Context: an optimization exercise on an open-source flow, tuned for small area, a short achievable clock period and few clock cycles per item. The choices shown serve that exercise and are no tape-out recipe. In this exercise RTL edits were held to simulation tests only and were not proved equivalent to the original.

Design idct_top, start of the top module:
module idct_top (
	input  logic       Clock,
	input  logic       Resetn,
	input  logic       start_i,
	input  idct_pkg::sram_addr_t block_addr_i,
	input  idct_pkg::sram_addr_t out_addr_i,
	output logic       ready_o,
	output logic       done_o,
	output idct_pkg::sram_addr_t sram_addr_o,
	output idct_pkg::sram_data_t sram_wdata_o,
	output logic       sram_we_n_o,
	input  idct_pkg::sram_data_t sram_rdata_i
);
Size: about 2300 flip-flops, roughly 92 I/O pins, about 0.083 mm² of cells after synthesis.
make LEC_CHECK=0 CAP_MARGIN=10 CELL_PAD_IN_SITES_DETAIL_PLACEMENT=0 CELL_PAD_IN_SITES_GLOBAL_PLACEMENT=1 CORE_MARGIN=2 CORE_UTILIZATION=60 CTS_CLUSTER_DIAMETER=70 CTS_CLUSTER_SIZE=24 PLACE_DENSITY=0.8 SETUP_SLACK_MARGIN=3.85 SLEW_MARGIN=10 TNS_END_PERCENT=5 finish   # period 7.0 ns
run.sh (not shown) runs the stock make flow with config.mk's settings and CLKGATE_MAP_FILE= SYNTH_SCRIPT=/design/flow/synth_recipe.tcl, a recipe that flattens the netlist after the stock synthesis.
The baseline completed without violations.
Testbench counts at the start, summed over its fixed seeds: cycles 37,064, items 384.
Edit:
Settings changed: CORE_UTILIZATION 60 to 70, PLACE_DENSITY 0.8 to 0.85, SETUP_SLACK_MARGIN 3.85 to 3.7.
What happened:
- setup slack is worse by 48 ps
- die area is lower by about a fifth
- critical path depth is higher by 2
- area after synthesis does not change
- via count is higher by a few percent
- design area is lower slightly
- global-route usage is higher by 3.6 points
- count of clock-buffer cells in the layout is lower by 8

run A:
idct_top again, from the RTL that the note above started with.
// idct_top
module idct_top (
	input  logic       Clock,
	input  logic       Resetn,
	input  logic       start_i,
	input  idct_pkg::sram_addr_t block_addr_i,
	input  idct_pkg::sram_addr_t out_addr_i,
	output logic       ready_o,
	output logic       done_o,
	output idct_pkg::sram_addr_t sram_addr_o,
	output idct_pkg::sram_data_t sram_wdata_o,
	output logic       sram_we_n_o,
	input  idct_pkg::sram_data_t sram_rdata_i
);
export LEC_CHECK = 0
export CAP_MARGIN = 10
export CELL_PAD_IN_SITES_DETAIL_PLACEMENT = 0
export CELL_PAD_IN_SITES_GLOBAL_PLACEMENT = 1
export CORE_MARGIN = 2
export CORE_UTILIZATION = 60
export CTS_CLUSTER_DIAMETER = 70
export CTS_CLUSTER_SIZE = 24
export GPL_ROUTABILITY_DRIVEN = 0
export PLACE_DENSITY = 0.8
export SETUP_SLACK_MARGIN = 3.7
export SLEW_MARGIN = 10
export TNS_END_PERCENT = 5
create_clock -name core_clock -period 7.0 [get_ports {Clock}]
Per the final summary, run A finished and its layout is clean on timing, DRC and antenna.
Testbench counts of run A, summed over its fixed seeds: cycles 37,064, items 384.
The following lists how run B was set up differently from run A:
Settings: a change of SETUP_SLACK_MARGIN from 3.7 to 4.0; a deleted GPL_ROUTABILITY_DRIVEN that had been 0.
==> comparison <==
Summary of run B over run A: met1 wire length went up about 6%; total inserted antenna cells level; number of nets in the layout went up; wire length has increased. Going from run A to run B, sequential share of layout area now sits lower; flip-flop and latch area essentially unchanged. s1_b[19] as the launching element of the worst setup path was reported by run A, and s1_f[16] by run B. In run B, the total length of routed met2 wires came out 2200 um above the value in run A. Relative to run A, the count of clock buffers in the final design of run B is lower by 10. Worst setup slack after layout was higher in the run labelled run B. Most heavily used metal layer in global routing: met2 -> run A, met1 -> run B.
--- input diff run B..run C ---
Settings: SETUP_SLACK_MARGIN changed from 4.0 to 3.7.
--- outcome ---
Run C has completed all stages; timing, DRC and antenna checks passed. In run C, area growth from synthesis to layout is lower than in run B. Global-route wire length before repair across run B and run C: no real change. Run C ends up with a fraction of the cycle the final worst path needs that is 0.16 points lower than in run B. For the transition time of the tightest slew-check pin, run C came in 22 ps higher than run B did.

idct_top, a different RTL version from the one above (not shown whole).
Size in the first run: ~6400 cells after synthesis, about 2300 flip-flops, about 92 I/O pins, ~83000 sq um of cells after synthesis.
==> flow/design.v (excerpt) <==
module idct_top (
	input  logic       Clock,
	input  logic       Resetn,
	input  logic       start_i,
	input  idct_pkg::sram_addr_t block_addr_i,
	input  idct_pkg::sram_addr_t out_addr_i,
	output logic       ready_o,
	output logic       done_o,
	output idct_pkg::sram_addr_t sram_addr_o,
	output idct_pkg::sram_data_t sram_wdata_o,
	output logic       sram_we_n_o,
	input  idct_pkg::sram_data_t sram_rdata_i
);
	logic        nxt_v, cur_v, ready_q;
	logic [17:0] nxt_src, nxt_dst, cur_dst, wr_dst, rd_addr;
	logic [2:0]  rd_k, rd_row;
	logic [1:0]  cnt;           
	logic        rv1, rv2;      
	logic        take;
	logic        rd_issue;
	logic        rd_last;
	logic        cur_free;
	logic [127:0] sh, hold;
	logic [2:0]  ac;
	logic        sh_full, hold_v, hold_rel, xfer;
	logic [2:0]  ph;
	logic        p1_run, p2_pend, p2_run;
	logic [2:0]  p1_row, p2w;
	logic        wr_load;
	assign ready_o = ready_q;
	assign take = start_i & ready_q;
	logic        u_p1, u_p2;
	logic [1:0]  u_i;
	logic [2:0]  u_j;
	logic [175:0] rg [8];
	logic [21:0] x [8];
	assign u_p1 = p1_run;
	assign u_p2 = p2_run;
	logic [1:0]  i_q;
	assign u_i  = i_q;
	assign u_j  = ph;
	always_comb begin
		for (int k = 0; k < 8; k++) begin
			if (p1_run)
				x[k] = {{6{hold[16*k+15]}}, hold[16*k +: 16]};
			else
				x[k] = rg[0][22*k +: 22];
		end
	end
	logic [22:0] u_n;
	logic        u_sub;
	logic [22:0] u_p, u_q;
	logic [8:0]  u_lo;
	logic [8:0]  u_m0, u_m1;
	logic [6:0]  u_h0, u_h1;
	logic        u_c16;
	logic        u_sub_q, p1u_q;
	logic [21:0] ux0, ux4;
	assign u_sub = u_sub_q;
	assign ux0 = p1u_q ? {{6{hold[15]}}, hold[15:0]} : rg[0][21:0];
  ...
make LEC_CHECK=0 CAP_MARGIN=10 CELL_PAD_IN_SITES_DETAIL_PLACEMENT=0 CELL_PAD_IN_SITES_GLOBAL_PLACEMENT=1 CORE_MARGIN=2 CORE_UTILIZATION=60 CTS_CLUSTER_DIAMETER=70 CTS_CLUSTER_SIZE=24 PLACE_DENSITY=0.8 SETUP_SLACK_MARGIN=3.7 SLEW_MARGIN=10 TNS_END_PERCENT=5 finish   # period 7.0 ns
The first run finished with timing, DRC and antenna clean.
Testbench counts at the start, summed over its fixed seeds: cycles 37,064, items 384.
Rerun with:
--- a/flow/config.mk
+++ b/flow/config.mk
@@ -14,5 +14,5 @@
 export CTS_CLUSTER_SIZE = 24
 export PLACE_DENSITY = 0.8
-export SETUP_SLACK_MARGIN = 3.7
+export SETUP_SLACK_MARGIN = 3.85
 export SLEW_MARGIN = 10
 export TNS_END_PERCENT = 5
Outcome: Register-to-register slack hardly moves. Sequential cell count is unchanged. Cell count rises by 0.40%. Die area stays the same. Synthesized cell count does not change. Core utilization rises by 0.42 points.

-- what the ideal ports hide --
The results above use ideal ports. As a check the final layouts listed here were re-extracted and re-timed, cells and wires unchanged. Step 1 (the two cells are an assumption about what drives the block):
set clk [get_ports {Clock}]
set_driving_cell -lib_cell sky130_fd_sc_hd__clkbuf_16 $clk
set_driving_cell -lib_cell sky130_fd_sc_hd__buf_2 [delete_from_list [all_inputs] $clk]
Step 2 also shifts input and output timing later by t, the mid clock arrival at the registers, as if the neighbouring blocks saw the same clock. Three values: no drivers, after step 1, after step 2; two values: the first two.
run | t (ns) | slack for setup (ns) | worst hold slack (ns)
the first run of note 1 | 0.852 | 3.584 / 3.584 / 3.584 | 0.311 / 0.311 / 0.311
the second run of note 1 | 0.843 | 3.536 / 3.536 / 3.536 | 0.319 / 0.319 / 0.319
run A | 0.854 | 3.473 / 3.473 / 3.473 | 0.317 / 0.317 / 0.317
run B | 0.850 | 3.571 / 3.571 / 3.571 | 0.309 / 0.309 / 0.309
run C | 0.851 | 3.582 / 3.582 / 3.582 | 0.312 / 0.312 / 0.312
the first run of note 3 | 0.859 | 3.382 / 3.382 / 3.382 | 0.294 / 0.294 / 0.294
the second run of note 3 | 0.864 | 3.375 / 3.375 / 3.375 | 0.293 / 0.293 / 0.293
After both steps every run listed still meets setup and hold.
